From an optimization exercise on the open Yosys and OpenROAD flow, aimed at small area; shortcuts taken in it are not production practice. At most, simulation tests tie the RTL to the original design; equivalence was not proved. Function not checked in run 2: the RTL went through the layout flow alone. Power is estimated from default activity; no workload was simulated.

**flow/config.mk**
```make
export PLATFORM = sky130hd
export DESIGN_NAME = fm_voice
export DESIGN_NICKNAME = fm_voice
export VERILOG_FILES = /design/flow/design.v
export SDC_FILE = /design/flow/constraint.sdc
export NUM_CORES = 4
export LEC_CHECK = 0
export ABC_AREA = 1
export CAP_MARGIN = 20
export CORE_MARGIN = 2
export CORE_UTILIZATION = 70
export CTS_BUF_LIST = sky130_fd_sc_hd__clkbuf_16
export CTS_CLUSTER_DIAMETER = 60
export CTS_CLUSTER_SIZE = 30
export PLACE_DENSITY = 0.8
export SLEW_MARGIN = 20
```
**flow/constraint.sdc**
```tcl
create_clock -name core_clock -period 10.0 [get_ports {clk37}]
set_input_delay 2.0000 -clock core_clock [delete_from_list [all_inputs] [get_ports {clk37}]]
set_output_delay 2.0000 -clock core_clock [all_outputs]
set_load 0.01 [all_outputs]
```
**flow/design.v**
```verilog
package synth_pkg;
	localparam int NUM_OPS = 6;
endpackage
module wave_rom
(
	input logic [6:0] addr,
	output logic [6:0] data
);
	always_comb begin
		case (addr)
			7'd0: data = 7'd0;
			7'd1: data = 7'd3;
			7'd2: data = 7'd6;
			7'd3: data = 7'd9;
			7'd4: data = 7'd12;
			7'd5: data = 7'd16;
			7'd6: data = 7'd19;
			7'd7: data = 7'd22;
			7'd8: data = 7'd25;
			7'd9: data = 7'd28;
			7'd10: data = 7'd31;
			7'd11: data = 7'd34;
			7'd12: data = 7'd37;
			7'd13: data = 7'd40;
			7'd14: data = 7'd43;
			7'd15: data = 7'd46;
			7'd16: data = 7'd49;
			7'd17: data = 7'd51;
			7'd18: data = 7'd54;
			7'd19: data = 7'd57;
			7'd20: data = 7'd60;
			7'd21: data = 7'd63;
			7'd22: data = 7'd65;
			7'd23: data = 7'd68;
			7'd24: data = 7'd71;
			7'd25: data = 7'd73;
			7'd26: data = 7'd76;
			7'd27: data = 7'd78;
			7'd28: data = 7'd81;
			7'd29: data = 7'd83;
			7'd30: data = 7'd85;
			7'd31: data = 7'd88;
			7'd32: data = 7'd90;
			7'd33: data = 7'd92;
			7'd34: data = 7'd94;
			7'd35: data = 7'd96;
			7'd36: data = 7'd98;
			7'd37: data = 7'd100;
			7'd38: data = 7'd102;
			7'd39: data = 7'd104;
			7'd40: data = 7'd106;
			7'd41: data = 7'd107;
			7'd42: data = 7'd109;
			7'd43: data = 7'd111;
			7'd44: data = 7'd112;
			7'd45: data = 7'd113;
			7'd46: data = 7'd115;
			7'd47: data = 7'd116;
			7'd48: data = 7'd117;
			7'd49: data = 7'd118;
			7'd50: data = 7'd120;
			7'd51: data = 7'd121;
			7'd52: data = 7'd122;
			7'd53: data = 7'd122;
			7'd54: data = 7'd123;
			7'd55: data = 7'd124;
			7'd56: data = 7'd125;
			7'd57: data = 7'd125;
			7'd58: data = 7'd126;
			7'd59: data = 7'd126;
			7'd60: data = 7'd126;
			7'd61: data = 7'd127;
			7'd62: data = 7'd127;
			7'd63: data = 7'd127;
			7'd64: data = 7'd127;
			7'd65: data = 7'd127;
			7'd66: data = 7'd127;
			7'd67: data = 7'd127;
			7'd68: data = 7'd126;
			7'd69: data = 7'd126;
			7'd70: data = 7'd126;
			7'd71: data = 7'd125;
			7'd72: data = 7'd125;
			7'd73: data = 7'd124;
			7'd74: data = 7'd123;
			7'd75: data = 7'd122;
			7'd76: data = 7'd122;
			7'd77: data = 7'd121;
			7'd78: data = 7'd120;
			7'd79: data = 7'd118;
			7'd80: data = 7'd117;
			7'd81: data = 7'd116;
			7'd82: data = 7'd115;
			7'd83: data = 7'd113;
			7'd84: data = 7'd112;
			7'd85: data = 7'd111;
			7'd86: data = 7'd109;
			7'd87: data = 7'd107;
			7'd88: data = 7'd106;
			7'd89: data = 7'd104;
			7'd90: data = 7'd102;
			7'd91: data = 7'd100;
			7'd92: data = 7'd98;
			7'd93: data = 7'd96;
			7'd94: data = 7'd94;
			7'd95: data = 7'd92;
			7'd96: data = 7'd90;
			7'd97: data = 7'd88;
			7'd98: data = 7'd85;
			7'd99: data = 7'd83;
			7'd100: data = 7'd81;
			7'd101: data = 7'd78;
			7'd102: data = 7'd76;
			7'd103: data = 7'd73;
			7'd104: data = 7'd71;
			7'd105: data = 7'd68;
			7'd106: data = 7'd65;
			7'd107: data = 7'd63;
			7'd108: data = 7'd60;
			7'd109: data = 7'd57;
			7'd110: data = 7'd54;
			7'd111: data = 7'd51;
			7'd112: data = 7'd49;
			7'd113: data = 7'd46;
			7'd114: data = 7'd43;
			7'd115: data = 7'd40;
			7'd116: data = 7'd37;
			7'd117: data = 7'd34;
			7'd118: data = 7'd31;
			7'd119: data = 7'd28;
			7'd120: data = 7'd25;
			7'd121: data = 7'd22;
			7'd122: data = 7'd19;
			7'd123: data = 7'd16;
			7'd124: data = 7'd12;
			7'd125: data = 7'd9;
			7'd126: data = 7'd6;
			7'd127: data = 7'd3;
			default: data = 7'd0;
		endcase
	end
endmodule
module rip_add #(
	parameter int W = 16
) (
	input logic [W-1:0] a,
	input logic [W-1:0] b,
	input logic ci,
	output logic [W-1:0] s,
	output logic co
);
	logic [W:0] c;
	assign c[0] = ci;
	for (genvar i = 0; i < W; i++) begin : g_bit
		assign s[i] = a[i] ^ b[i] ^ c[i];
		assign c[i + 1] = (a[i] & b[i]) | (c[i] & (a[i] ^ b[i]));
	end
	assign co = c[W];
endmodule
module voice_mixer
(
	input logic [6:0] mag,
	input logic sgn,
	input logic [15:0] lvl,  
	input logic [18:0] base,
	output logic [18:0] acc_new
);
	logic [26:8] sum;
	logic [15:0] lx;
	assign lx = lvl ^ {16{sgn}};
	logic p1;
	logic p2;
	logic p3;
	logic p4;
	logic p5;
	logic p6;
	logic p7;
	logic p8;
	logic p9;
	logic p10;
	logic p11;
	logic p12;
	logic p13;
	logic p14;
	logic p15;
	logic p16;
	logic p17;
	logic p18;
	logic p19;
	logic p20;
	logic p21;
	logic p22;
	logic p23;
	logic p24;
	logic p25;
	logic p26;
	logic p27;
	logic p28;
	logic p29;
	logic p30;
	logic p31;
	logic p32;
	logic p33;
	logic p34;
	logic p35;
	logic p36;
	logic p37;
	logic p38;
	logic p39;
	logic p40;
	logic p41;
	logic p42;
	logic p43;
	logic p44;
	logic p45;
	logic p46;
	logic p47;
	logic p48;
	logic p49;
	logic p50;
	logic p51;
	logic p52;
	logic p53;
	logic p54;
	logic p55;
	logic p56;
	logic p57;
	logic p58;
	logic p59;
	logic p60;
	logic p61;
	logic p62;
	logic p63;
	logic p64;
	logic p65;
	logic p66;
	logic p67;
	logic p68;
	logic p69;
	logic p70;
	logic p71;
	logic p72;
	logic p73;
	logic p74;
	logic p75;
	logic p76;
	logic p77;
	logic p78;
	logic p79;
	logic p80;
	logic p81;
	logic p82;
	logic p83;
	logic p84;
	logic p85;
	logic p86;
	logic p87;
	logic p88;
	logic p89;
	logic p90;
	logic p91;
	logic p92;
	logic p93;
	logic p94;
	logic p95;
	logic p96;
	logic p97;
	logic p98;
	logic p99;
	logic p100;
	logic p101;
	logic p102;
	logic p103;
	logic p104;
	logic p105;
	logic p106;
	logic p107;
	logic p108;
	logic p109;
	logic p110;
	logic p111;
	logic p112;
	logic p113;
	logic p114;
	logic p115;
	logic p116;
	logic p117;
	logic p118;
	logic p119;
	logic s120;
	logic c121;
	logic s122;
	logic c123;
	logic s124;
	logic c125;
	logic s126;
	logic c127;
	logic s128;
	logic c129;
	logic s130;
	logic c131;
	logic s132;
	logic c133;
	logic s134;
	logic c135;
	logic s136;
	logic c137;
	logic s138;
	logic c139;
	logic s140;
	logic c141;
	logic s142;
	logic c143;
	logic s144;
	logic c145;
	logic s146;
	logic c147;
	logic s148;
	logic c149;
	logic s150;
	logic c151;
	logic s152;
	logic c153;
	logic s154;
	logic c155;
	logic s156;
	logic c157;
	logic s158;
	logic c159;
	logic s160;
	logic c161;
	logic s162;
	logic c163;
	logic s164;
	logic c165;
	logic s166;
	logic c167;
	logic s168;
	logic c169;
	logic s170;
	logic c171;
	logic s172;
	logic c173;
	logic s174;
	logic c175;
	logic s176;
	logic c177;
	logic s178;
	logic c179;
	logic s180;
	logic c181;
	logic s182;
	logic c183;
	logic s184;
	logic c185;
	logic s186;
	logic c187;
	logic s188;
	logic c189;
	logic s190;
	logic c191;
	logic s192;
	logic c193;
	logic s194;
	logic c195;
	logic s196;
	logic c197;
	logic s198;
	logic c199;
	logic s200;
	logic c201;
	logic s202;
	logic c203;
	logic s204;
	logic c205;
	logic s206;
	logic c207;
	logic s208;
	logic c209;
	logic s210;
	logic c211;
	logic s212;
	logic c213;
	logic s214;
	logic c215;
	logic s216;
	logic c217;
	logic s218;
	logic c219;
	logic s220;
	logic c221;
	logic s222;
	logic c223;
	logic s224;
	logic c225;
	logic s226;
	logic c227;
	logic s228;
	logic c229;
	logic s230;
	logic c231;
	logic s232;
	logic c233;
	logic s234;
	logic c235;
	logic s236;
	logic c237;
	logic s238;
	logic c239;
	logic s240;
	logic c241;
	logic s242;
	logic c243;
	logic s244;
	logic c245;
	logic s246;
	logic c247;
	logic s248;
	logic c249;
	logic s250;
	logic c251;
	logic s252;
	logic c253;
	logic s254;
	logic c255;
	logic s256;
	logic c257;
	logic s258;
	logic c259;
	logic s260;
	logic c261;
	logic s262;
	logic c263;
	logic s264;
	logic c265;
	logic s266;
	logic c267;
	logic s268;
	logic c269;
	logic s270;
	logic c271;
	logic s272;
	logic c273;
	logic s274;
	logic c275;
	logic s276;
	logic c277;
	logic s278;
	logic c279;
	logic s280;
	logic c281;
	logic s282;
	logic c283;
	logic s284;
	logic c285;
	logic s286;
	logic c287;
	logic s288;
	logic c289;
	logic s290;
	logic c291;
	logic s292;
	logic c293;
	logic s294;
	logic c295;
	logic s296;
	logic c297;
	logic s298;
	logic c299;
	logic s300;
	logic c301;
	logic s302;
	logic c303;
	logic s304;
	logic c305;
	logic s306;
	logic c307;
	logic s308;
	logic c309;
	logic s310;
	logic c311;
	logic r312;
	logic r313;
	logic r314;
	logic r315;
	logic r316;
	logic r317;
	logic r318;
	logic r319;
	logic r320;
	logic r321;
	logic r322;
	logic r323;
	logic r324;
	logic r325;
	logic u326;
	logic v327;
	logic r328;
	logic r329;
	logic u330;
	logic v331;
	logic r332;
	logic r333;
	logic u334;
	logic v335;
	logic r336;
	logic r337;
	logic u338;
	logic v339;
	logic r340;
	logic r341;
	logic u342;
	logic v343;
	logic r344;
	logic r345;
	logic u346;
	logic v347;
	logic r348;
	logic r349;
	logic u350;
	logic v351;
	logic r352;
	logic r353;
	logic u354;
	logic v355;
	logic r356;
	logic r357;
	logic u358;
	logic v359;
	logic r360;
	logic r361;
	logic u362;
	logic v363;
	logic r364;
	logic r365;
	logic u366;
	logic v367;
	logic r368;
	logic r369;
	logic u370;
	logic v371;
	logic r372;
	logic r373;
	logic u374;
	logic v375;
	assign p1 = mag[0] & lx[0];
	assign p2 = mag[0] & lx[1];
	assign p3 = mag[0] & lx[2];
	assign p4 = mag[0] & lx[3];
	assign p5 = mag[0] & lx[4];
	assign p6 = mag[0] & lx[5];
	assign p7 = mag[0] & lx[6];
	assign p8 = mag[0] & lx[7];
	assign p9 = mag[0] & lx[8];
	assign p10 = mag[0] & lx[9];
	assign p11 = mag[0] & lx[10];
	assign p12 = mag[0] & lx[11];
	assign p13 = mag[0] & lx[12];
	assign p14 = mag[0] & lx[13];
	assign p15 = mag[0] & lx[14];
	assign p16 = ~(mag[0] & lx[15]);
	assign p17 = sgn & mag[0];
	assign p18 = mag[1] & lx[0];
	assign p19 = mag[1] & lx[1];
	assign p20 = mag[1] & lx[2];
	assign p21 = mag[1] & lx[3];
	assign p22 = mag[1] & lx[4];
	assign p23 = mag[1] & lx[5];
	assign p24 = mag[1] & lx[6];
	assign p25 = mag[1] & lx[7];
	assign p26 = mag[1] & lx[8];
	assign p27 = mag[1] & lx[9];
	assign p28 = mag[1] & lx[10];
	assign p29 = mag[1] & lx[11];
	assign p30 = mag[1] & lx[12];
	assign p31 = mag[1] & lx[13];
	assign p32 = mag[1] & lx[14];
	assign p33 = ~(mag[1] & lx[15]);
	assign p34 = sgn & mag[1];
	assign p35 = mag[2] & lx[0];
	assign p36 = mag[2] & lx[1];
	assign p37 = mag[2] & lx[2];
	assign p38 = mag[2] & lx[3];
	assign p39 = mag[2] & lx[4];
	assign p40 = mag[2] & lx[5];
	assign p41 = mag[2] & lx[6];
	assign p42 = mag[2] & lx[7];
	assign p43 = mag[2] & lx[8];
	assign p44 = mag[2] & lx[9];
	assign p45 = mag[2] & lx[10];
	assign p46 = mag[2] & lx[11];
	assign p47 = mag[2] & lx[12];
	assign p48 = mag[2] & lx[13];
	assign p49 = mag[2] & lx[14];
	assign p50 = ~(mag[2] & lx[15]);
	assign p51 = sgn & mag[2];
	assign p52 = mag[3] & lx[0];
	assign p53 = mag[3] & lx[1];
	assign p54 = mag[3] & lx[2];
	assign p55 = mag[3] & lx[3];
	assign p56 = mag[3] & lx[4];
	assign p57 = mag[3] & lx[5];
	assign p58 = mag[3] & lx[6];
	assign p59 = mag[3] & lx[7];
	assign p60 = mag[3] & lx[8];
	assign p61 = mag[3] & lx[9];
	assign p62 = mag[3] & lx[10];
	assign p63 = mag[3] & lx[11];
	assign p64 = mag[3] & lx[12];
	assign p65 = mag[3] & lx[13];
	assign p66 = mag[3] & lx[14];
	assign p67 = ~(mag[3] & lx[15]);
	assign p68 = sgn & mag[3];
	assign p69 = mag[4] & lx[0];
	assign p70 = mag[4] & lx[1];
	assign p71 = mag[4] & lx[2];
	assign p72 = mag[4] & lx[3];
	assign p73 = mag[4] & lx[4];
	assign p74 = mag[4] & lx[5];
	assign p75 = mag[4] & lx[6];
	assign p76 = mag[4] & lx[7];
	assign p77 = mag[4] & lx[8];
	assign p78 = mag[4] & lx[9];
	assign p79 = mag[4] & lx[10];
	assign p80 = mag[4] & lx[11];
	assign p81 = mag[4] & lx[12];
	assign p82 = mag[4] & lx[13];
	assign p83 = mag[4] & lx[14];
	assign p84 = ~(mag[4] & lx[15]);
	assign p85 = sgn & mag[4];
	assign p86 = mag[5] & lx[0];
	assign p87 = mag[5] & lx[1];
	assign p88 = mag[5] & lx[2];
	assign p89 = mag[5] & lx[3];
	assign p90 = mag[5] & lx[4];
	assign p91 = mag[5] & lx[5];
	assign p92 = mag[5] & lx[6];
	assign p93 = mag[5] & lx[7];
	assign p94 = mag[5] & lx[8];
	assign p95 = mag[5] & lx[9];
	assign p96 = mag[5] & lx[10];
	assign p97 = mag[5] & lx[11];
	assign p98 = mag[5] & lx[12];
	assign p99 = mag[5] & lx[13];
	assign p100 = mag[5] & lx[14];
	assign p101 = ~(mag[5] & lx[15]);
	assign p102 = sgn & mag[5];
	assign p103 = mag[6] & lx[0];
	assign p104 = mag[6] & lx[1];
	assign p105 = mag[6] & lx[2];
	assign p106 = mag[6] & lx[3];
	assign p107 = mag[6] & lx[4];
	assign p108 = mag[6] & lx[5];
	assign p109 = mag[6] & lx[6];
	assign p110 = mag[6] & lx[7];
	assign p111 = mag[6] & lx[8];
	assign p112 = mag[6] & lx[9];
	assign p113 = mag[6] & lx[10];
	assign p114 = mag[6] & lx[11];
	assign p115 = mag[6] & lx[12];
	assign p116 = mag[6] & lx[13];
	assign p117 = mag[6] & lx[14];
	assign p118 = ~(mag[6] & lx[15]);
	assign p119 = sgn & mag[6];
	assign s120 = p6 ^ p22;
	assign c121 = p6 & p22;
	assign s122 = p7 ^ p23 ^ p39;
	assign c123 = (p7 & p23) | (p7 & p39) | (p23 & p39);
	assign s124 = p55 ^ p71;
	assign c125 = p55 & p71;
	assign s126 = p8 ^ p24 ^ p40;
	assign c127 = (p8 & p24) | (p8 & p40) | (p24 & p40);
	assign s128 = p56 ^ p72;
	assign c129 = p56 & p72;
	assign s130 = p9 ^ p25 ^ p41;
	assign c131 = (p9 & p25) | (p9 & p41) | (p25 & p41);
	assign s132 = p57 ^ p73 ^ p89;
	assign c133 = (p57 & p73) | (p57 & p89) | (p73 & p89);
	assign s134 = p10 ^ p26 ^ p42;
	assign c135 = (p10 & p26) | (p10 & p42) | (p26 & p42);
	assign s136 = p58 ^ p74 ^ p90;
	assign c137 = (p58 & p74) | (p58 & p90) | (p74 & p90);
	assign s138 = p11 ^ p27 ^ p43;
	assign c139 = (p11 & p27) | (p11 & p43) | (p27 & p43);
	assign s140 = p59 ^ p75 ^ p91;
	assign c141 = (p59 & p75) | (p59 & p91) | (p75 & p91);
	assign s142 = p12 ^ p28 ^ p44;
	assign c143 = (p12 & p28) | (p12 & p44) | (p28 & p44);
	assign s144 = p60 ^ p76 ^ p92;
	assign c145 = (p60 & p76) | (p60 & p92) | (p76 & p92);
	assign s146 = p13 ^ p29 ^ p45;
	assign c147 = (p13 & p29) | (p13 & p45) | (p29 & p45);
	assign s148 = p61 ^ p77 ^ p93;
	assign c149 = (p61 & p77) | (p61 & p93) | (p77 & p93);
	assign s150 = p14 ^ p30 ^ p46;
	assign c151 = (p14 & p30) | (p14 & p46) | (p30 & p46);
	assign s152 = p62 ^ p78 ^ p94;
	assign c153 = (p62 & p78) | (p62 & p94) | (p78 & p94);
	assign s154 = p15 ^ p31 ^ p47;
	assign c155 = (p15 & p31) | (p15 & p47) | (p31 & p47);
	assign s156 = p63 ^ p79 ^ p95;
	assign c157 = (p63 & p79) | (p63 & p95) | (p79 & p95);
	assign s158 = p16 ^ p32 ^ p48;
	assign c159 = (p16 & p32) | (p16 & p48) | (p32 & p48);
	assign s160 = p64 ^ p80 ^ p96;
	assign c161 = (p64 & p80) | (p64 & p96) | (p80 & p96);
	assign s162 = p33 ^ p49 ^ p65;
	assign c163 = (p33 & p49) | (p33 & p65) | (p49 & p65);
	assign s164 = p81 ^ p97;
	assign c165 = p81 & p97;
	assign s166 = p50 ^ p66 ^ p82;
	assign c167 = (p50 & p66) | (p50 & p82) | (p66 & p82);
	assign s168 = p4 ^ p20;
	assign c169 = p4 & p20;
	assign s170 = p5 ^ p21 ^ p37;
	assign c171 = (p5 & p21) | (p5 & p37) | (p21 & p37);
	assign s172 = p53 ^ p69;
	assign c173 = p53 & p69;
	assign s174 = s120 ^ p38 ^ p54;
	assign c175 = (s120 & p38) | (s120 & p54) | (p38 & p54);
	assign s176 = p70 ^ p86 ^ p102;
	assign c177 = (p70 & p86) | (p70 & p102) | (p86 & p102);
	assign s178 = c121 ^ s122 ^ s124;
	assign c179 = (c121 & s122) | (c121 & s124) | (s122 & s124);
	assign s180 = p87 ^ p103 ^ p119;
	assign c181 = (p87 & p103) | (p87 & p119) | (p103 & p119);
	assign s182 = c123 ^ c125 ^ s126;
	assign c183 = (c123 & c125) | (c123 & s126) | (c125 & s126);
	assign s184 = s128 ^ p88 ^ p104;
	assign c185 = (s128 & p88) | (s128 & p104) | (p88 & p104);
	assign s186 = c127 ^ c129 ^ s130;
	assign c187 = (c127 & c129) | (c127 & s130) | (c129 & s130);
	assign s188 = s132 ^ p105 ^ base[0];
	assign c189 = (s132 & p105) | (s132 & base[0]) | (p105 & base[0]);
	assign s190 = c131 ^ c133 ^ s134;
	assign c191 = (c131 & c133) | (c131 & s134) | (c133 & s134);
	assign s192 = s136 ^ p106 ^ base[1];
	assign c193 = (s136 & p106) | (s136 & base[1]) | (p106 & base[1]);
	assign s194 = c135 ^ c137 ^ s138;
	assign c195 = (c135 & c137) | (c135 & s138) | (c137 & s138);
	assign s196 = s140 ^ p107 ^ base[2];
	assign c197 = (s140 & p107) | (s140 & base[2]) | (p107 & base[2]);
	assign s198 = c139 ^ c141 ^ s142;
	assign c199 = (c139 & c141) | (c139 & s142) | (c141 & s142);
	assign s200 = s144 ^ p108 ^ base[3];
	assign c201 = (s144 & p108) | (s144 & base[3]) | (p108 & base[3]);
	assign s202 = c143 ^ c145 ^ s146;
	assign c203 = (c143 & c145) | (c143 & s146) | (c145 & s146);
	assign s204 = s148 ^ p109 ^ base[4];
	assign c205 = (s148 & p109) | (s148 & base[4]) | (p109 & base[4]);
	assign s206 = c147 ^ c149 ^ s150;
	assign c207 = (c147 & c149) | (c147 & s150) | (c149 & s150);
	assign s208 = s152 ^ p110 ^ base[5];
	assign c209 = (s152 & p110) | (s152 & base[5]) | (p110 & base[5]);
	assign s210 = c151 ^ c153 ^ s154;
	assign c211 = (c151 & c153) | (c151 & s154) | (c153 & s154);
	assign s212 = s156 ^ p111 ^ base[6];
	assign c213 = (s156 & p111) | (s156 & base[6]) | (p111 & base[6]);
	assign s214 = c155 ^ c157 ^ s158;
	assign c215 = (c155 & c157) | (c155 & s158) | (c157 & s158);
	assign s216 = s160 ^ p112 ^ base[7];
	assign c217 = (s160 & p112) | (s160 & base[7]) | (p112 & base[7]);
	assign s218 = c159 ^ c161 ^ s162;
	assign c219 = (c159 & c161) | (c159 & s162) | (c161 & s162);
	assign s220 = s164 ^ p113 ^ base[8];
	assign c221 = (s164 & p113) | (s164 & base[8]) | (p113 & base[8]);
	assign s222 = c163 ^ c165 ^ s166;
	assign c223 = (c163 & c165) | (c163 & s166) | (c165 & s166);
	assign s224 = p98 ^ p114 ^ base[9];
	assign c225 = (p98 & p114) | (p98 & base[9]) | (p114 & base[9]);
	assign s226 = c167 ^ p67 ^ p83;
	assign c227 = (c167 & p67) | (c167 & p83) | (p67 & p83);
	assign s228 = p99 ^ p115 ^ base[10];
	assign c229 = (p99 & p115) | (p99 & base[10]) | (p115 & base[10]);
	assign s230 = p84 ^ p100 ^ p116;
	assign c231 = (p84 & p100) | (p84 & p116) | (p100 & p116);
	assign s232 = p3 ^ p19;
	assign c233 = p3 & p19;
	assign s234 = s168 ^ p36 ^ p52;
	assign c235 = (s168 & p36) | (s168 & p52) | (p36 & p52);
	assign s236 = c169 ^ s170 ^ s172;
	assign c237 = (c169 & s170) | (c169 & s172) | (s170 & s172);
	assign s238 = c171 ^ c173 ^ s174;
	assign c239 = (c171 & c173) | (c171 & s174) | (c173 & s174);
	assign s240 = c175 ^ c177 ^ s178;
	assign c241 = (c175 & c177) | (c175 & s178) | (c177 & s178);
	assign s242 = c179 ^ c181 ^ s182;
	assign c243 = (c179 & c181) | (c179 & s182) | (c181 & s182);
	assign s244 = c183 ^ c185 ^ s186;
	assign c245 = (c183 & c185) | (c183 & s186) | (c185 & s186);
	assign s246 = c187 ^ c189 ^ s190;
	assign c247 = (c187 & c189) | (c187 & s190) | (c189 & s190);
	assign s248 = c191 ^ c193 ^ s194;
	assign c249 = (c191 & c193) | (c191 & s194) | (c193 & s194);
	assign s250 = c195 ^ c197 ^ s198;
	assign c251 = (c195 & c197) | (c195 & s198) | (c197 & s198);
	assign s252 = c199 ^ c201 ^ s202;
	assign c253 = (c199 & c201) | (c199 & s202) | (c201 & s202);
	assign s254 = c203 ^ c205 ^ s206;
	assign c255 = (c203 & c205) | (c203 & s206) | (c205 & s206);
	assign s256 = c207 ^ c209 ^ s210;
	assign c257 = (c207 & c209) | (c207 & s210) | (c209 & s210);
	assign s258 = c211 ^ c213 ^ s214;
	assign c259 = (c211 & c213) | (c211 & s214) | (c213 & s214);
	assign s260 = c215 ^ c217 ^ s218;
	assign c261 = (c215 & c217) | (c215 & s218) | (c217 & s218);
	assign s262 = c219 ^ c221 ^ s222;
	assign c263 = (c219 & c221) | (c219 & s222) | (c221 & s222);
	assign s264 = c223 ^ c225 ^ s226;
	assign c265 = (c223 & c225) | (c223 & s226) | (c225 & s226);
	assign s266 = c227 ^ c229 ^ s230;
	assign c267 = (c227 & c229) | (c227 & s230) | (c229 & s230);
	assign s268 = c231 ^ p101 ^ p117;
	assign c269 = (c231 & p101) | (c231 & p117) | (p101 & p117);
	assign s270 = p2 ^ p18;
	assign c271 = p2 & p18;
	assign s272 = s232 ^ p35 ^ p51;
	assign c273 = (s232 & p35) | (s232 & p51) | (p35 & p51);
	assign s274 = c233 ^ s234 ^ p68;
	assign c275 = (c233 & s234) | (c233 & p68) | (s234 & p68);
	assign s276 = c235 ^ s236 ^ p85;
	assign c277 = (c235 & s236) | (c235 & p85) | (s236 & p85);
	assign s278 = c237 ^ s238 ^ s176;
	assign c279 = (c237 & s238) | (c237 & s176) | (s238 & s176);
	assign s280 = c239 ^ s240 ^ s180;
	assign c281 = (c239 & s240) | (c239 & s180) | (s240 & s180);
	assign s282 = c241 ^ s242 ^ s184;
	assign c283 = (c241 & s242) | (c241 & s184) | (s242 & s184);
	assign s284 = c243 ^ s244 ^ s188;
	assign c285 = (c243 & s244) | (c243 & s188) | (s244 & s188);
	assign s286 = c245 ^ s246 ^ s192;
	assign c287 = (c245 & s246) | (c245 & s192) | (s246 & s192);
	assign s288 = c247 ^ s248 ^ s196;
	assign c289 = (c247 & s248) | (c247 & s196) | (s248 & s196);
	assign s290 = c249 ^ s250 ^ s200;
	assign c291 = (c249 & s250) | (c249 & s200) | (s250 & s200);
	assign s292 = c251 ^ s252 ^ s204;
	assign c293 = (c251 & s252) | (c251 & s204) | (s252 & s204);
	assign s294 = c253 ^ s254 ^ s208;
	assign c295 = (c253 & s254) | (c253 & s208) | (s254 & s208);
	assign s296 = c255 ^ s256 ^ s212;
	assign c297 = (c255 & s256) | (c255 & s212) | (s256 & s212);
	assign s298 = c257 ^ s258 ^ s216;
	assign c299 = (c257 & s258) | (c257 & s216) | (s258 & s216);
	assign s300 = c259 ^ s260 ^ s220;
	assign c301 = (c259 & s260) | (c259 & s220) | (s260 & s220);
	assign s302 = c261 ^ s262 ^ s224;
	assign c303 = (c261 & s262) | (c261 & s224) | (s262 & s224);
	assign s304 = c263 ^ s264 ^ s228;
	assign c305 = (c263 & s264) | (c263 & s228) | (s264 & s228);
	assign s306 = c265 ^ s266 ^ base[11];
	assign c307 = (c265 & s266) | (c265 & base[11]) | (s266 & base[11]);
	assign s308 = c267 ^ s268 ^ base[12];
	assign c309 = (c267 & s268) | (c267 & base[12]) | (s268 & base[12]);
	assign s310 = c269 ^ p118 ^ base[13];
	assign c311 = (c269 & p118) | (c269 & base[13]) | (p118 & base[13]);
	assign r312 = (p1 & p17) | (1'b0 & (p1 ^ p17));
	assign r313 = (s270 & p34) | (r312 & (s270 ^ p34));
	assign r314 = (c271 & s272) | (r313 & (c271 ^ s272));
	assign r315 = (c273 & s274) | (r314 & (c273 ^ s274));
	assign r316 = (c275 & s276) | (r315 & (c275 ^ s276));
	assign r317 = (c277 & s278) | (r316 & (c277 ^ s278));
	assign r318 = (c279 & s280) | (r317 & (c279 ^ s280));
	assign r319 = (c281 & s282) | (r318 & (c281 ^ s282));
	assign sum[8] = c283 ^ s284 ^ r319;
	assign r320 = (c283 & s284) | (r319 & (c283 ^ s284));
	assign sum[9] = c285 ^ s286 ^ r320;
	assign r321 = (c285 & s286) | (r320 & (c285 ^ s286));
	assign sum[10] = c287 ^ s288 ^ r321;
	assign r322 = (c287 & s288) | (r321 & (c287 ^ s288));
	assign sum[11] = c289 ^ s290 ^ r322;
	assign r323 = (c289 & s290) | (r322 & (c289 ^ s290));
	assign sum[12] = c291 ^ s292 ^ r323;
	assign r324 = (c291 & s292) | (r323 & (c291 ^ s292));
	assign sum[13] = c293 ^ s294 ^ r324;
	assign r325 = (c293 & s294) | (r324 & (c293 ^ s294));
	assign u326 = c295 ^ s296 ^ 1'b0;
	assign v327 = c295 ^ s296 ^ 1'b1;
	assign sum[14] = r325 ? v327 : u326;
	assign r328 = (c295 & s296) | (1'b0 & (c295 ^ s296));
	assign r329 = (c295 & s296) | (1'b1 & (c295 ^ s296));
	assign u330 = c297 ^ s298 ^ r328;
	assign v331 = c297 ^ s298 ^ r329;
	assign sum[15] = r325 ? v331 : u330;
	assign r332 = (c297 & s298) | (r328 & (c297 ^ s298));
	assign r333 = (c297 & s298) | (r329 & (c297 ^ s298));
	assign u334 = c299 ^ s300 ^ r332;
	assign v335 = c299 ^ s300 ^ r333;
	assign sum[16] = r325 ? v335 : u334;
	assign r336 = (c299 & s300) | (r332 & (c299 ^ s300));
	assign r337 = (c299 & s300) | (r333 & (c299 ^ s300));
	assign u338 = c301 ^ s302 ^ r336;
	assign v339 = c301 ^ s302 ^ r337;
	assign sum[17] = r325 ? v339 : u338;
	assign r340 = (c301 & s302) | (r336 & (c301 ^ s302));
	assign r341 = (c301 & s302) | (r337 & (c301 ^ s302));
	assign u342 = c303 ^ s304 ^ r340;
	assign v343 = c303 ^ s304 ^ r341;
	assign sum[18] = r325 ? v343 : u342;
	assign r344 = (c303 & s304) | (r340 & (c303 ^ s304));
	assign r345 = (c303 & s304) | (r341 & (c303 ^ s304));
	assign u346 = c305 ^ s306 ^ r344;
	assign v347 = c305 ^ s306 ^ r345;
	assign sum[19] = r325 ? v347 : u346;
	assign r348 = (c305 & s306) | (r344 & (c305 ^ s306));
	assign r349 = (c305 & s306) | (r345 & (c305 ^ s306));
	assign u350 = c307 ^ s308 ^ r348;
	assign v351 = c307 ^ s308 ^ r349;
	assign sum[20] = r325 ? v351 : u350;
	assign r352 = (c307 & s308) | (r348 & (c307 ^ s308));
	assign r353 = (c307 & s308) | (r349 & (c307 ^ s308));
	assign u354 = c309 ^ s310 ^ r352;
	assign v355 = c309 ^ s310 ^ r353;
	assign sum[21] = r325 ? v355 : u354;
	assign r356 = (c309 & s310) | (r352 & (c309 ^ s310));
	assign r357 = (c309 & s310) | (r353 & (c309 ^ s310));
	assign u358 = c311 ^ base[14] ^ r356;
	assign v359 = c311 ^ base[14] ^ r357;
	assign sum[22] = r325 ? v359 : u358;
	assign r360 = (c311 & base[14]) | (r356 & (c311 ^ base[14]));
	assign r361 = (c311 & base[14]) | (r357 & (c311 ^ base[14]));
	assign u362 = base[15] ^ 1'b0 ^ r360;
	assign v363 = base[15] ^ 1'b0 ^ r361;
	assign sum[23] = r325 ? v363 : u362;
	assign r364 = (base[15] & 1'b0) | (r360 & (base[15] ^ 1'b0));
	assign r365 = (base[15] & 1'b0) | (r361 & (base[15] ^ 1'b0));
	assign u366 = base[16] ^ 1'b0 ^ r364;
	assign v367 = base[16] ^ 1'b0 ^ r365;
	assign sum[24] = r325 ? v367 : u366;
	assign r368 = (base[16] & 1'b0) | (r364 & (base[16] ^ 1'b0));
	assign r369 = (base[16] & 1'b0) | (r365 & (base[16] ^ 1'b0));
	assign u370 = base[17] ^ 1'b0 ^ r368;
	assign v371 = base[17] ^ 1'b0 ^ r369;
	assign sum[25] = r325 ? v371 : u370;
	assign r372 = (base[17] & 1'b0) | (r368 & (base[17] ^ 1'b0));
	assign r373 = (base[17] & 1'b0) | (r369 & (base[17] ^ 1'b0));
	assign u374 = base[18] ^ 1'b0 ^ r372;
	assign v375 = base[18] ^ 1'b0 ^ r373;
	assign sum[26] = r325 ? v375 : u374;
	assign acc_new = sum[26:8];
endmodule
module fm_voice (
	input logic clk37,
	input logic rst,
	input logic cmd_valid,
	input logic [31:0] cmd_data,
	output logic signed [15:0] sample,
	output logic sample_valid,
	output logic cmd_busy
);
	localparam int NOPS = synth_pkg::NUM_OPS;
	logic [2:0] s;
	logic [2:0] s2;  
	logic [2:0] s3;  
	logic [2:0] s4;  
	logic started;  
	logic z2, z1, z0;  
	logic clr_f;  
	logic clr_e;
	assign s2 = (s >= 3'd4) ? s - 3'd4 : s + 3'd2;
	assign s3 = (s >= 3'd3) ? s - 3'd3 : s + 3'd3;
	assign s4 = (s >= 3'd2) ? s - 3'd2 : s + 3'd4;
	always_ff @(posedge clk37) begin
		if (rst) begin
			s <= 3'd3;
			started <= 1'b0;
			z2 <= 1'b1;
			z1 <= 1'b1;
			z0 <= 1'b1;
		end else begin
			s <= (s == 3'd5) ? 3'd0 : s + 3'd1;
			if (s == 3'd1) started <= 1'b1;
			if (started && s == 3'd3) z2 <= 1'b0;
			z1 <= z2;
			z0 <= z1;
		end
	end
	assign clr_f = rst || (z0 && !started && (s == 3'd3 || s == 3'd4));  
	assign clr_e = z2;
	logic [3:0] words_left;
	logic cur_env;  
	logic [2:0] cur_idx;
	logic gate;
	logic [5:0] mix_mask;
	logic [31:0] fld [1:7];  
	logic [31:0] last_q;  
	logic [2:0] eidx;  
	logic [2:0] fidx;  
	logic last_word;
	logic idx_ok;
	logic wr_env;
	logic wr_freq;
	assign cmd_busy = |words_left;
	assign last_word = cmd_valid && (words_left == 4'd1) && !rst;
	assign idx_ok = !(cur_idx[2] && cur_idx[1]);
	assign wr_env = last_word && idx_ok && cur_env;
	assign wr_freq = last_word && idx_ok && !cur_env;
	always_ff @(posedge clk37) begin
		if (rst) begin
			words_left <= '0;
			gate <= 1'b0;
			mix_mask <= '0;
		end else if (cmd_valid) begin
			if (cmd_busy) begin
				words_left <= words_left - 4'd1;
			end else begin
				cur_env <= cmd_data[31:24] == 8'd1;
				cur_idx <= cmd_data[18:16];
				if (cmd_data[31:24] == 8'd1) words_left <= 4'd8;
				if (cmd_data[31:24] == 8'd3) words_left <= 4'd1;
				if (cmd_data[31:24] == 8'd2) begin
					gate <= cmd_data[0];
					mix_mask <= cmd_data[13:8];
				end
			end
		end
	end
	always_ff @(posedge clk37) begin
		if ((cmd_valid && words_left == 4'd8) || wr_freq) fld[1] <= cmd_data;
		for (int m = 2; m < 8; m++) begin
			if (cmd_valid && words_left == 4'(9 - m)) fld[m] <= cmd_data;
		end
		if (wr_env) last_q <= cmd_data;
		if (wr_env) eidx <= cur_idx;
		if (wr_freq) fidx <= cur_idx;
	end
	logic pend_a, pend_b, pend_r, pend_f;
	logic live0, live3, pa0, pa3, pb3;
	logic pf0, pf2, pf4;
	logic ins_a0, ins_a3, ins_b3, ins_r2;
	assign live0 = wr_env && cur_idx == s;
	assign live3 = wr_env && cur_idx == s3;
	assign pa0 = pend_a && eidx == s;
	assign pa3 = pend_a && eidx == s3;
	assign pb3 = pend_b && eidx == s3;
	assign pf0 = pend_f && fidx == s;
	assign pf2 = pend_f && fidx == s2;
	assign pf4 = pend_f && fidx == s4;
	assign ins_a0 = live0 || pa0;
	assign ins_a3 = live3 || pa3;
	assign ins_b3 = live3 || pb3;
	assign ins_r2 = pend_r && eidx == s2;
	always_ff @(posedge clk37) begin
		if (rst) begin
			pend_a <= 1'b0;
			pend_b <= 1'b0;
			pend_r <= 1'b0;
			pend_f <= 1'b0;
		end else begin
			pend_a <= (wr_env && !live0 && !live3) || (pend_a && !pa0 && !pa3);
			pend_b <= (wr_env && !live3) || (pend_b && !pb3);
			pend_r <= wr_env || (pend_r && !ins_r2);
			pend_f <= wr_freq || (pend_f && !pf0 && !pf2 && !pf4);
		end
	end
	logic [95:0] pa [NOPS];  
	logic [127:0] pb [NOPS];  
	logic [31:0] pr [NOPS];  
	logic [31:0] pf [NOPS];  
	logic [95:0] a_w;
	logic [127:0] b_w;
	assign a_w = {fld[1], fld[2], fld[3]};
	assign b_w = {fld[4], fld[5], fld[6], fld[7]};
	logic keep_a0, keep_a3, keep_b3, keep_r2, keep_f0, keep_f2, keep_f4;
	assign keep_a0 = !ins_a0 && !clr_e;
	assign keep_a3 = !ins_a3 && !clr_e;
	assign keep_b3 = !ins_b3 && !clr_e;
	assign keep_r2 = !ins_r2 && !clr_e;
	assign keep_f0 = !pf0 && !clr_f;
	assign keep_f2 = !pf2 && !clr_f;
	assign keep_f4 = !pf4 && !clr_f;
	always_ff @(posedge clk37) begin
		pa[0] <= pa[1];
		pa[1] <= pa[2];
		pa[2] <= ({96{ins_a3}} & a_w) | ({96{keep_a3}} & pa[3]);
		pa[3] <= pa[4];
		pa[4] <= pa[5];
		pa[5] <= ({96{ins_a0}} & a_w) | ({96{keep_a0}} & pa[0]);
		pr[0] <= pr[1];
		pr[1] <= ({32{ins_r2}} & last_q) | ({32{keep_r2}} & pr[2]);
		pr[2] <= pr[3];
		pr[3] <= pr[4];
		pr[4] <= pr[5];
		pr[5] <= pr[0];
		pb[0] <= pb[1];
		pb[1] <= pb[2];
		pb[2] <= ({128{ins_b3}} & b_w) | ({128{keep_b3}} & pb[3]);
		pb[3] <= pb[4];
		pb[4] <= pb[5];
		pb[5] <= pb[0];
		pf[0] <= pf[1];
		pf[1] <= ({32{pf2}} & fld[1]) | ({32{keep_f2}} & pf[2]);
		pf[2] <= pf[3];
		pf[3] <= ({32{pf4}} & fld[1]) | ({32{keep_f4}} & pf[4]);
		pf[4] <= pf[5];
		pf[5] <= ({32{pf0}} & fld[1]) | ({32{keep_f0}} & pf[0]);
	end
	logic [2:0] st_r [NOPS];
	logic [31:0] cnt_r [NOPS];
	logic [31:0] amp_r [NOPS];
	logic [31:0] ph_r [NOPS];
	logic gate_d1, gate_d2;
	always_ff @(posedge clk37) begin
		gate_d1 <= gate;
		gate_d2 <= gate_d1;
	end
	logic [15:0] ph_lo;
	logic ph_c, ph_cq;
	logic [2:0] st1;
	logic [15:0] isel1;
	logic [15:0] amp_lo;
	logic amp_c, amp_cq;
	rip_add #(16) ph_lo_add (
		.a(z1 ? 16'd0 : ph_r[1][15:0]),
		.b(pf[1][15:0]),
		.ci(1'b0),
		.s(ph_lo),
		.co(ph_c)
	);
	assign st1 = z1 ? 3'd0 : st_r[1];
	always_comb begin
		case (st1)
			3'd1: isel1 = pa[1][47:32];  
			3'd2: isel1 = pb[1][111:96];  
			default: isel1 = pr[1][15:0];  
		endcase
	end
	rip_add #(16) amp_lo_add (
		.a(amp_r[1][15:0]),
		.b(isel1),
		.ci(1'b0),
		.s(amp_lo),
		.co(amp_c)
	);
	always_ff @(posedge clk37) begin
		ph_cq <= ph_c;
		amp_cq <= amp_c;
	end
	logic [15:0] ph_hi;
	rip_add #(16) ph_hi_add (
		.a(z0 ? 16'd0 : ph_r[0][31:16]),
		.b(pf[0][31:16]),
		.ci(ph_cq),
		.s(ph_hi),
		.co()
	);
	logic [31:0] at_time, at_inc, de_time, de_inc, su_time, su_lvl, re_time, re_inc;
	assign {at_time, at_inc, de_time} = pa[0];
	assign {de_inc, su_time, su_lvl, re_time} = pb[0];
	assign re_inc = pr[0];
	logic [2:0] st;
	logic is_i, is_s, is_r;
	logic [31:0] tsel, amp_sum, cnt_inc;
	logic [15:0] isel0;
	logic eq, tr;
	logic [2:0] nst;
	logic [31:0] ncnt, namp;
	assign st = z0 ? 3'd0 : st_r[0];
	assign is_i = st == 3'd0;
	assign is_s = st == 3'd3;
	assign is_r = !(is_i || st == 3'd1 || st == 3'd2 || is_s);
	always_comb begin
		case (st)
			3'd1: tsel = at_time;
			3'd2: tsel = de_time;
			3'd3: tsel = su_time;
			default: tsel = re_time;
		endcase
		case (st)
			3'd1: isel0 = at_inc[31:16];
			3'd2: isel0 = de_inc[31:16];
			default: isel0 = re_inc[31:16];
		endcase
	end
	assign eq = cnt_r[0] == tsel;
	rip_add #(16) amp_hi_add (
		.a(amp_r[0][31:16]),
		.b(isel0),
		.ci(amp_cq),
		.s(amp_sum[31:16]),
		.co()
	);
	assign amp_sum[15:0] = amp_r[0][15:0];
	assign cnt_inc = cnt_r[0] + 32'd1;
	assign tr = is_r ? (eq || amp_sum[31]) : (eq || !gate_d2);
	always_comb begin
		if (is_i) nst = {2'b00, gate_d2};
		else if (!tr) nst = st;
		else if (is_r) nst = 3'd0;
		else if (gate_d2) nst = st + 3'd1;
		else nst = 3'd4;
	end
	assign ncnt = (is_i || tr) ? 32'd0 : cnt_inc;
	assign namp = is_s ? su_lvl : ((is_i || (is_r && tr)) ? 32'd0 : amp_sum);
	always_ff @(posedge clk37) begin
		for (int k = 0; k < NOPS - 1; k++) begin
			st_r[k] <= st_r[k + 1];
			cnt_r[k] <= cnt_r[k + 1];
			amp_r[k] <= amp_r[k + 1];
			ph_r[k] <= ph_r[k + 1];
		end
		ph_r[0][15:0] <= ph_lo;
		amp_r[0][15:0] <= amp_lo;
		st_r[NOPS - 1] <= nst;
		cnt_r[NOPS - 1] <= ncnt;
		amp_r[NOPS - 1] <= namp;
		ph_r[NOPS - 1] <= {ph_hi, ph_r[0][15:0]};
	end
	logic [6:0] rom_data;
	logic [6:0] mag;
	logic sgn;
	logic [18:0] acc;
	logic [18:0] acc_new;
	wave_rom wave_rom_inst (
		.addr(ph_hi[14:8]),
		.data(rom_data)
	);
	always_ff @(posedge clk37) begin
		mag <= mix_mask[s] ? rom_data : 7'd0;
		sgn <= mix_mask[s] && ph_hi[15];
	end
	voice_mixer voice_mixer_inst (
		.mag(mag),
		.sgn(sgn),
		.lvl(amp_r[NOPS - 1][31:16]),
		.base((s == 3'd1) ? 19'd426752 : acc),
		.acc_new(acc_new)
	);
	always_ff @(posedge clk37) begin
		acc <= acc_new;
	end
	assign sample = acc[18:3];
	assign sample_valid = started && s == 3'd1;
endmodule
```
**flow/flow/run.sh**
```bash
#!/bin/bash
# The standard layout (standard.sh), except that clock tree synthesis adds
# no dummy loads to balance the tree. The full tool output goes to standard.log
# here and to the ORFS logs under orfs/logs.
set -e
cd "$(dirname "$0")/.."
export CTS_ARGS="-sink_clustering_enable -repair_clock_nets -dont_use_dummy_load -sink_clustering_size 30 -sink_clustering_max_diameter 60 -buf_list sky130_fd_sc_hd__clkbuf_16"
bash standard.sh > standard.log 2>&1
```
**flow/standard.sh**
```bash
#!/bin/bash
# synth_recipe.tcl (not shown) runs the flow's synth.tcl, then flattens the netlist and writes it again
# the make line also repeats each setting of config.mk as NAME=value (left out here)
make -C /OpenROAD-flow-scripts/flow DESIGN_CONFIG=/design/flow/config.mk WORK_HOME=/design/flow/orfs CLKGATE_MAP_FILE= SYNTH_SCRIPT=/design/flow/synth_recipe.tcl "${@:-finish}"
```
==> reports/metrics.cfg, run 1 <==
[drt]
wl_per_cell_um=20.01
wl_met3_um=7952
m1WireLength_um=61300
num_vias=38880
drt_wl_total_um=145000
routed_via_density=5.367
top_layer=met4
ant_nets=0
wl_met2_um=70130
dr.pass1.iters=6
drcViolationCount=0
detailedRoute.firstIterationViolations=3292

[placed_design]
dpl.cell_count=7123
preCtsSetupSlack_ps=-116.0
placed_area_um2=74700
io_buffer_count=52
dpl.hpwl_um=90340
gp_congestion=0.8813

[global_route]
grt_pass1_vias=39360
antenna_found_initial=3
grt_first_pass_wirelength_um=223300
grt_max_degree=145
track_usage_pct=27.31
grt_overflow=0

[logic_synthesis]
synth_top_family_by_area=simple AND/OR/NAND/NOR gates
async_flop_share_pct=0
syn_inst=5845
synth_nets=6089
yosysUniqueCellTypes=53
synth_compound_area_share_pct=3.429
yosysTopAreaCell=dfxtp_1
synthAdderAreaFrac_pct=5.266
synthXorXnorAreaFrac_pct=0.4695
synth_area_per_cell_um2=12.45
yosys_warnings=20
yosys-top-cells-area=dfxtp_1 (65%), edfxtp_1 (11%), fa_1 (4.5%)
synth-main-ff-cell=dfxtp_1
ys_seq_area_share_pct=76.33
ys_ff_latch=2641
synthMuxAreaShare_pct=0
synthSimpleGateAreaFrac_pct=10.49
synth_edf_count=266
syn_area_um2=72760
yosysTopAreaCellShare_pct=65.35

[finish]
area_growth_pct=6.810
final_nets=6109
multi_input_area_um2=14460
drive_gt1_share_pct=4.571
seq_area_um2=55540
fin_cells=7245
fillers=6381
postLayoutCellArea_um2=77710

[die]
core_area_um2=103300
io_pins=53
dieWidth_um=326.4
rows=118
die_h_um=326.4
initial_core_util_pct=70.40
dieArea_um2=106500

[clock_network]
cts_tree=done
cts_max_path_buffers=3
cts.clk_slew.worst_paths_ps=100
h-tree-depth=3
cts.sinks=2641
cts-buffers-inserted=119
root_buffer=clkbuf_16
clk_latency_ps=740

[sta]
finalCritPeriodShare_pct=95.81
timing.final.ws_setup_ps=418.6
relSlewSlack_pct=27.59
fin_crit_ps=9581
hold_viol=0
rsz0062_at_grt=false
setup-tns-final_ps=0
finalSetupViolations=0
tightest_slew_ps=1078
max_freq_ghz=0.1044
skew_ps=89.80
final_max_slew_viol_count=0

[critical_path]
cp-start-kind=flip-flop
crit_path_frequent_cell=fa_2
endpoint_kind=flip-flop
critPathRequiredTime_ps=10560
arrival_ps=10140
cp_max_fo=13
critPathSlowestCell=fa_1
worst-setup-path-type=reg2reg
max_stage_delay_ps=570
reg2reg_setup_slack_ps=420

[pwr]
total_power_mw=16.21
power_density_nw_per_um2=208.6
leakagePower_nw=31.05
ir_worst_vdd_mv=0.1952

[flow_run]
max_cap_violations=0

[min_path]
hold_class=reg2reg

[status]
status=complete, no violations

placed cells by master (no fill, tap or decap), types with 12 or more instances in the layout:
master           Yosys  final
a21oi_1             55     55
a22o_1              13     13
buf_4               20     68
clkbuf_16            0    119
clkdlybuf4s50_1      0     52
dfxtp_1           2375   2374
edfxtp_1           266    266
fa_1               162    149
fa_2                 0     13
ha_1                47     45
inv_1              493    491
nand2_1            825    817
nand3_1            542    541
nor2_1             310    304
nor3_1              41     39
nor4_1              12     12
o211ai_1            21     21
o21ai_0            248    247
o21ai_1             16     17
o22ai_1             55     55
or2_2               25     25
xnor2_1             12     12
xor2_1              27     27
metrics by stage:
step	util [%]	hold WS (ps)
floorplan	-	309.6
global placement	72.28	309.5
detailed placement	72.28	312.1
CTS	75.16	281.9
global route	75.19	279.1
finish	75.19	279.3
worst max-delay path, delay by kind of cell, from the launching register on:
kind,cells,cell delay [ps]
compound gates,2,170
simple gates,4,250
fa+ha+maj,22,7930
buf+inv,6,530
xor+xnor,1,120
flops,1,390
per-layer routing:
metal | GRT usage (%) | vias to the layer above
met5 | 0 | -
met4 | 9.962 | 0
met3 | 3.467 | 257
met2 | 45.76 | 1155
met1 | 36.98 | 18990
li1 | - | 18480
cell type report:
class / count / share of cell area (%)
diodes: 2 / 0.006440
clock buffers: 119 / 3.832
repair buffers: 124 / 1.391
inverters: 507 / 2.471
flip-flops and latches: 2641 / 71.47
multi-input cells: 2472 / 18.61
well taps: 1380 / 2.222
synth_stat cells, types with 7 or more instances:
cell / n
nand3_1: 542
or2_2: 25
nand2_1: 825
buf_4: 20
o22ai_1: 55
dfxtp_1: 2375
nor2_1: 310
edfxtp_1: 266
nand4_1: 7
fa_1: 162
xor2_1: 27
a21oi_1: 55
clkbuf_1: 135
a31oi_1: 7
inv_1: 493
xnor2_1: 12
nor4_1: 12
ha_1: 47
buf_2: 41
o21ai_0: 248
o211ai_1: 21
nor3_1: 41
o21ai_1: 16
clkinv_1: 8
a22o_1: 13
buf_1: 23
nand3b_1: 10
sequential cells by signal (all words and copies together) (netlist names), 4 cells and up:
register	count
pb	768
pa	576
fld	224
amp_r	192
cnt_r	192
pf	192
ph_r	192
pr	192
last_q	32
acc	19
st_r	18
mag	7
mix_mask	6
words_left	4
where the power goes:
group          total [mW]  switching [mW]  internal (mW)
Combinational       0.414           0.264          0.150
Clock                5.06            2.95           2.12
Sequential           10.7          0.0249           10.7
kinds of logic after synthesis:
logic type	after synthesis
flip-flops	2641
XOR/XNOR	39
buffers and inverters	732
adder cells (fa/ha/maj)	209
AO/OA/AOI/OAI	443
AND/OR/NAND/NOR	1781
final timing paths:
kind,start,to,cells past startpoint
max,sgn,acc[18],35
max reg2reg,sgn,acc[18],35
min,pf[3][30],pf[2][30],0
min reg2reg,pf[3][30],pf[2][30],0
timing repair:
| action | 4_1_cts | 5_1_grt |
|---|---|---|
| gates resized for setup | 2 | 8 |
| hold buffers | 0 | 0 |
| endpoints found under the setup margin | 2 | 3 |
| setup buffers | 0 | 1 |
| pin swaps | 5 | 13 |
==> run 2, diff against run 1 <==
--- a/flow/design.v
+++ b/flow/design.v
@@ -8,4 +8,6 @@
 );
+	logic [6:0] idx;  
+	assign idx = addr[6] ? 7'd64 - {1'b0, addr[5:0]} : {1'b0, addr[5:0]};
 	always_comb begin
-		case (addr)
+		case (idx)
 			7'd0: data = 7'd0;
@@ -75,65 +77,2 @@
 			7'd64: data = 7'd127;
-			7'd65: data = 7'd127;
-			7'd66: data = 7'd127;
-			7'd67: data = 7'd127;
-			7'd68: data = 7'd126;
-			7'd69: data = 7'd126;
-			7'd70: data = 7'd126;
-			7'd71: data = 7'd125;
-			7'd72: data = 7'd125;
-			7'd73: data = 7'd124;
-			7'd74: data = 7'd123;
-			7'd75: data = 7'd122;
-			7'd76: data = 7'd122;
-			7'd77: data = 7'd121;
-			7'd78: data = 7'd120;
-			7'd79: data = 7'd118;
-			7'd80: data = 7'd117;
-			7'd81: data = 7'd116;
-			7'd82: data = 7'd115;
-			7'd83: data = 7'd113;
-			7'd84: data = 7'd112;
-			7'd85: data = 7'd111;
-			7'd86: data = 7'd109;
-			7'd87: data = 7'd107;
-			7'd88: data = 7'd106;
-			7'd89: data = 7'd104;
-			7'd90: data = 7'd102;
-			7'd91: data = 7'd100;
-			7'd92: data = 7'd98;
-			7'd93: data = 7'd96;
-			7'd94: data = 7'd94;
-			7'd95: data = 7'd92;
-			7'd96: data = 7'd90;
-			7'd97: data = 7'd88;
-			7'd98: data = 7'd85;
-			7'd99: data = 7'd83;
-			7'd100: data = 7'd81;
-			7'd101: data = 7'd78;
-			7'd102: data = 7'd76;
-			7'd103: data = 7'd73;
-			7'd104: data = 7'd71;
-			7'd105: data = 7'd68;
-			7'd106: data = 7'd65;
-			7'd107: data = 7'd63;
-			7'd108: data = 7'd60;
-			7'd109: data = 7'd57;
-			7'd110: data = 7'd54;
-			7'd111: data = 7'd51;
-			7'd112: data = 7'd49;
-			7'd113: data = 7'd46;
-			7'd114: data = 7'd43;
-			7'd115: data = 7'd40;
-			7'd116: data = 7'd37;
-			7'd117: data = 7'd34;
-			7'd118: data = 7'd31;
-			7'd119: data = 7'd28;
-			7'd120: data = 7'd25;
-			7'd121: data = 7'd22;
-			7'd122: data = 7'd19;
-			7'd123: data = 7'd16;
-			7'd124: data = 7'd12;
-			7'd125: data = 7'd9;
-			7'd126: data = 7'd6;
-			7'd127: data = 7'd3;
 			default: data = 7'd0;
@@ -159,2 +98,15 @@
 endmodule
+module rip_inc #(
+	parameter int W = 32
+) (
+	input logic [W-1:0] a,
+	output logic [W-1:0] s
+);
+	logic [W:0] c;
+	assign c[0] = 1'b1;
+	for (genvar i = 0; i < W; i++) begin : g_bit
+		assign s[i] = a[i] ^ c[i];
+		assign c[i + 1] = a[i] & c[i];
+	end
+endmodule
 module voice_mixer
@@ -1183,3 +1135,6 @@
 	assign amp_sum[15:0] = amp_r[0][15:0];
-	assign cnt_inc = cnt_r[0] + 32'd1;
+	rip_inc #(32) cnt_inc_add (
+		.a(cnt_r[0]),
+		.s(cnt_inc)
+	);
 	assign tr = is_r ? (eq || amp_sum[31]) : (eq || !gate_d2);
==> run 2 against run 1 <==
Net effect: synthesized cell count fell by 2.4%; routed wire length is 0.75% lower; clock power hardly changed; clock skew grew 1.5 ps; fmax hardly changed; critical path depth is 1 higher; flip-flop and latch count is the same; total power increased by 1.4%; area after synthesis shrank 0.71%; combinational power rose by 29%; largest power group unchanged.
==> reports/metrics.cfg, run 2 <==
[drt]
wl_per_cell_um=20.27
ant_nets=0
drcViolationCount=0
dr.pass1.iters=6
drt_wl_total_um=143900
num_vias=38110
routed_via_density=5.369
detailedRoute.firstIterationViolations=3301

[pwr]
power_density_nw_per_um2=212.7
total_power_mw=16.43
ir_worst_vdd_mv=0.1983
leakagePower_nw=31.14

[sta]
tightest_slew_ps=1069
finalCritPeriodShare_pct=95.75
hold_viol=0
fin_crit_ps=9575
relSlewSlack_pct=28.51
timing.final.ws_setup_ps=425.2
whs_ps=239.6
rsz0062_at_grt=false
max_freq_ghz=0.1044
final_max_slew_viol_count=0
skew_ps=91.35
finalSetupViolations=0

[die]
dieWidth_um=325.3
initial_core_util_pct=70.80
io_pins=53
dieArea_um2=105800
rows=117
die_h_um=325.3
core_area_um2=102000

[finish]
fillers=6157
fin_cells=7099
final_nets=6003
diodes=0
reg_top3=pb: 768 flops, pa: 576 flops, fld: 224 flops
final_common_cell=dfxtp_1
top_register=pb
drive_gt1_share_pct=4.694
largest_reg_flops=768
final_cell_mix=dfxtp_1 (2375), nand2_1 (764), nand3_1 (526)
postLayoutCellArea_um2=77280
area_growth_pct=6.969

[clock_network]
cts-buffers-inserted=120
root_buffer=clkbuf_16
postCtsHoldBufs=0
cts_max_path_buffers=3
clk_latency_ps=730
h-tree-depth=3
cts.sinks=2641
cts.clk_slew.worst_paths_ps=100
cts_tree=done

[critical_path]
cp-start-kind=flip-flop
cp_max_fo=12
crit_path_frequent_cell=fa_2
worst-setup-path-type=reg2reg
max_stage_delay_ps=550
endpoint_kind=flip-flop
arrival_ps=10170
critPathSlowestCell=fa_1
critPathRequiredTime_ps=10590

[placed_design]
dpl.hpwl_um=86430
preCtsSetupSlack_ps=-180.0
dpl.cell_count=6978
placed_area_um2=74260
io_buffer_count=52
gp_congestion=0.8604

[logic_synthesis]
syn_inst=5705
yosys-top-cells-area=dfxtp_1 (66%), edfxtp_1 (11%), fa_1 (4.5%)
synth_edf_count=266
yosys_warnings=20
async_flop_share_pct=0
synth_nets=5975
synth_area_per_cell_um2=12.66
yosysTopAreaCellShare_pct=65.81
syn_area_um2=72240
ys_ff_latch=2641
yosysMostFrequentCell=dfxtp_1
synth-main-ff-cell=dfxtp_1
yosys-top-cells-count=dfxtp_1 (2375), nand2_1 (771), nand3_1 (529), inv_1 (490), nor2_1 (292)
ys_seq_area_share_pct=76.87
yosysTopAreaCell=dfxtp_1
yosysUniqueCellTypes=42

[global_route]
antenna_found_initial=6
grt_overflow=0
grt_pass1_vias=38570
grt_max_degree=146
track_usage_pct=27.55
grt_first_pass_wirelength_um=223400

[min_path]
hold_class=reg2reg

[flow_run]
max_cap_violations=0

[status]
status=complete, no violations

-- run 2: changes by cell type in the layout (fill, tap and decap cells not counted), moves of 8 or more --
cell      before  now
nand2_1      817  764
nor3_1        39    4
ha_1          45   71
nor2_1       304  286
nand3_1      541  526
a21oi_1       55   42
o21ai_0      247  258
xor2_1        27   18
nand3b_1      10   18
nor4_1        12    4
-- run 2: cells by family (layout without fill, tap and decap cells) --
logic type / after synthesis / after routing / synth area share (%)
compound gates: 422 / 422 / 3.227
xor+xnor: 31 / 31 / 0.3758
fa+ha+maj: 235 / 235 / 5.754
buf+inv: 722 / 748 / 3.990
flops: 2641 / 2641 / 76.87
simple gates: 1654 / 1654 / 9.782
-- run 2: timing repair --
action                                  CTS  global route
gates resized for setup                   0             4
endpoints found under the setup margin    2             3
setup buffers                             0             1
pin swaps                                 4            10
cloned                                    0             0
-- run 2: area by class of cell --
type	count	area, um^2	share of cell area (%)
inverters	500	1894	2.451
repair buffers	128	1129	1.460
flip-flops and latches	2641	55530	71.86
well taps	1368	1712	2.215
clock buffers	120	3003	3.886
multi-input cells	2342	14010	18.12
-- run 2: worst paths after layout --
kind	from	to	slack (ps)	cells after the start
max	sgn	acc[18]	430	36
min	amp_r[3][28]	amp_r[2][28]	240	0
max reg2reg	sgn	acc[18]	430	36
min reg2reg	amp_r[3][28]	amp_r[2][28]	240	0
-- run 2: metal layers --
layer  global-route usage [%]  vias to the layer above  wire [um]  part of all wire, %
met2                    44.34                     1143      66650                   46
met4                    8.665                        2       4587                  3.2
met1                    39.40                    18730      64070                   45
met5                        0                        -         13               0.0090
li1                         -                    18000          -                    -
met3                    3.647                      233       8569                  6.0
-- run 2: critical path: cells and delay by family (launching register included) --
kind	cells	cell delay, ps
AOI/OAI and AO/OA	2	180
buffers and inverters	5	330
and+or+nand+nor	6	650
DFF	1	340
xor gates and xnor gates	1	120
adders and majority gates	22	7850
-- run 2: where the power goes --
group	internal, mW	switching [mW]
Sequential	10.8	0.0415
Clock	2.13	2.95
Combinational	0.170	0.364
Total	13.1	3.35
-- run 2: through the flow --
step | TNS, ps | util, %
floorplan | 0 | -
global placement | -175.9 | 72.78
detailed placement | -310.4 | 72.78
CTS | 0 | 75.72
global route | 0 | 75.74
finish | 0 | 75.74
==> run 3, diff against run 2 <==
--- a/flow/design.v
+++ b/flow/design.v
@@ -1072,11 +1072,6 @@
 	assign st1 = z1 ? 3'd0 : st_r[1];
-	always_comb begin
-		case (st1)
-			3'd1: isel1 = pa[1][47:32];  
-			3'd2: isel1 = pb[1][111:96];  
-			default: isel1 = pr[1][15:0];  
-		endcase
-	end
+	assign isel1 = ({16{st1 == 3'd1}} & pa[1][47:32]) | ({16{st1 == 3'd2}} & pb[1][111:96]) |
+		({16{st1 == 3'd3}} & pb[1][47:32]) | ({16{st1[2]}} & pr[1][15:0]);
 	rip_add #(16) amp_lo_add (
-		.a(amp_r[1][15:0]),
+		.a(st1 == 3'd3 ? 16'd0 : amp_r[1][15:0]),
 		.b(isel1),
@@ -1113,18 +1108,13 @@
 	assign is_r = !(is_i || st == 3'd1 || st == 3'd2 || is_s);
-	always_comb begin
-		case (st)
-			3'd1: tsel = at_time;
-			3'd2: tsel = de_time;
-			3'd3: tsel = su_time;
-			default: tsel = re_time;
-		endcase
-		case (st)
-			3'd1: isel0 = at_inc[31:16];
-			3'd2: isel0 = de_inc[31:16];
-			default: isel0 = re_inc[31:16];
-		endcase
-	end
+	logic sel_a, sel_d, sel_s, sel_r;
+	assign sel_a = st == 3'd1;
+	assign sel_d = st == 3'd2;
+	assign sel_s = is_s;
+	assign sel_r = st[2];
+	assign tsel = ({32{sel_a}} & at_time) | ({32{sel_d}} & de_time) | ({32{sel_s}} & su_time) | ({32{sel_r}} & re_time);
+	assign isel0 = ({16{sel_a}} & at_inc[31:16]) | ({16{sel_d}} & de_inc[31:16]) |
+		({16{sel_s}} & su_lvl[31:16]) | ({16{sel_r}} & re_inc[31:16]);
 	assign eq = cnt_r[0] == tsel;
 	rip_add #(16) amp_hi_add (
-		.a(amp_r[0][31:16]),
+		.a(sel_s ? 16'd0 : amp_r[0][31:16]),
 		.b(isel0),
@@ -1148,3 +1138,3 @@
 	assign ncnt = (is_i || tr) ? 32'd0 : cnt_inc;
-	assign namp = is_s ? su_lvl : ((is_i || (is_r && tr)) ? 32'd0 : amp_sum);
+	assign namp = (is_i || (is_r && tr)) ? 32'd0 : amp_sum;
 	always_ff @(posedge clk37) begin
--- a/flow/flow/run.sh
+++ b/flow/flow/run.sh
@@ -6,2 +6,3 @@
 cd "$(dirname "$0")/.."
+export BUFFER_PORTS_ARGS="-buffer_cell sky130_fd_sc_hd__buf_1"
 export CTS_ARGS="-sink_clustering_enable -repair_clock_nets -dont_use_dummy_load -sink_clustering_size 30 -sink_clustering_max_diameter 60 -buf_list sky130_fd_sc_hd__clkbuf_16"
==> run 3 against run 2 <==
Net effect: still clean on timing, DRC and antenna; sequential power barely moved; clock-buffer cell count up 1; register-to-register slack worse by 20 ps; global-route usage about the same; clock skew rose by 31 ps; final cell count fell by 0.24%; sequential share of layout area up 0.46 points; first-iteration DRC count up 18%; non-clock buffer count is 14 higher; die area shrank 0.52%; routed wire length increased by 0.32%; design area shrank 0.63%; highest routed layer unchanged.
==> reports/metrics.cfg, run 3 <==
[global_route]
grt_first_pass_wirelength_um=221300
antenna_found_initial=5
grt_max_degree=103
grt_overflow=0

[critical_path]
critPathRequiredTime_ps=10520
max_stage_delay_ps=510
r2r_cells=32
cp_max_fo=16
worst-path-buf-inv=6
worst-setup-path-type=reg2reg
arrival_ps=10120
crit_path_frequent_cell=fa_1
cp-start-kind=flip-flop
endpoint_kind=flip-flop

[logic_synthesis]
yosys-top-cells-count=dfxtp_1 (2375), nand2_1 (896), inv_1 (517), nand3_1 (350), o21ai_0 (326)
syn_area_um2=71860
syn_inst=5647
yosys_warnings=20
yosysTopAreaCell=dfxtp_1
yosysTopAreaCellShare_pct=66.16
synth-main-ff-cell=dfxtp_1
async_flop_share_pct=0
ys_seq_area_share_pct=77.28
yosysMostFrequentCell=dfxtp_1

[die]
die_h_um=324.4
dieArea_um2=105200
core_area_um2=101700
initial_core_util_pct=70.63
io_pins=53

[clock_network]
postCtsSetupBuffers=0
cts.sinks=2641
cts_tree=done
root_buffer=clkbuf_16
cts-buffers-inserted=121
cts.clk_slew.worst_paths_ps=80
h-tree-depth=3
postCtsHoldBufs=0

[finish]
final_cell_mix=dfxtp_1 (2374), nand2_1 (889), inv_1 (516)
fin_util_pct=75.48
area_growth_pct=6.858
fillers=6054
drive_gt1_share_pct=5.145
reg_top3=pb: 768 flops, pa: 576 flops, fld: 224 flops
diodes=0

[sta]
relSlewSlack_pct=25.45
tightest_slew_ps=1118
max_freq_ghz=0.1042
finalSetupViolations=0
skew_ps=122.3
fin_crit_ps=9598
finalCritPeriodShare_pct=95.98
final_max_slew_viol_count=0
whs_ps=245.9
hold_viol=0

[pwr]
power_density_nw_per_um2=211.0
ir_worst_vdd_mv=0.2232
leakagePower_nw=30.80
total_power_mw=16.20

[drt]
detailedRoute.firstIterationViolations=3902
num_vias=37830
wl_per_cell_um=20.38
drt_wl_total_um=144300
drcViolationCount=0

[placed_design]
io_buffer_count=52
dpl.hpwl_um=90890
placed_area_um2=73710
gp_congestion=0.8601

[status]
status=complete, no violations

[min_path]
holdPathStages=0
hold_class=reg2reg

[flow_run]
max_cap_violations=0

-- run 3: final timing paths --
kind | startpoint | end | slack (ps)
worst max-delay path | z0 | amp_r[5][20] | 400
worst min-delay path | amp_r[3][19] | amp_r[2][19] | 250
worst max register to register | z0 | amp_r[5][20] | 400
worst min register to register | amp_r[3][19] | amp_r[2][19] | 250
-- run 3: per-stage QoR --
step,instances,setup TNS (ps),setup WS (ps)
3_3_place_gp,6961,-117.9,-76.73
3_5_place_dp,6961,-341.3,-199.4
6_report,7082,0,402.3
5_1_grt,7082,-37.30,-11.70
4_1_cts,7082,0,58.76
2_1_floorplan,5647,0,18.63
-- run 3: area by class of cell --
cell class	instances	area [um^2]	share of cell area, %
flip-flops and latches	2641	55540	72.32
inverters	530	1998	2.602
clock buffers	121	3028	3.943
well taps	1368	1712	2.229
repair buffers	142	894.6	1.165
multi-input cells	2280	13620	17.74
-- run 3: cells by family (layout without fill, tap and decap cells) --
kind of cell / after synthesis / count (layout) / synth area share, %
AND/OR/NAND/NOR: 1562 / 1562 / 9.064
XOR/XNOR: 29 / 29 / 0.3639
flip-flops: 2641 / 2641 / 77.28
buffers and inverters: 726 / 793 / 4.088
AO/OA/AOI/OAI: 460 / 460 / 3.529
adder cells (fa/ha/maj): 229 / 229 / 5.679
-- run 3: report_power, final --
group	internal (mW)	switching (mW)	leakage, nW
Combinational	0.111	0.257	7.79
Clock	2.15	2.95	1.49
Sequential	10.7	0.0220	21.5
Total	13.0	3.23	30.8
-- run 3: per-layer routing --
metal	vias to the layer above	wire [um]	GRT usage (%)
met3	238	10110	3.853
met1	18590	65580	41.19
met2	1216	65140	42.88
li1	17790	-	-
met4	2	3494	7.027
met5	-	12	0
-- run 3: what timing repair did --
item                       4_1_cts  5_1_grt
gates resized for setup          2       13
pin swaps                        7       13
setup endpoints to repair        2       38
-- run 3: worst reg2reg max path, delay by kind of cell (launching register included) --
family | cells | cell delay [ps]
adders and majority gates | 15 | 6730
buffers and inverters | 6 | 810
and+or+nand+nor | 6 | 700
AOI/OAI and AO/OA | 3 | 400
xor gates and xnor gates | 2 | 390
DFF | 1 | 350

Check on run 3: ideal ports give 0.402 ns setup slack; a clkbuf_16 on the clock port and buf_2 on the inputs give 0.402 ns; moving port delays by the midpoint clock arrival (0.757 ns) as well gives 0.402 ns.
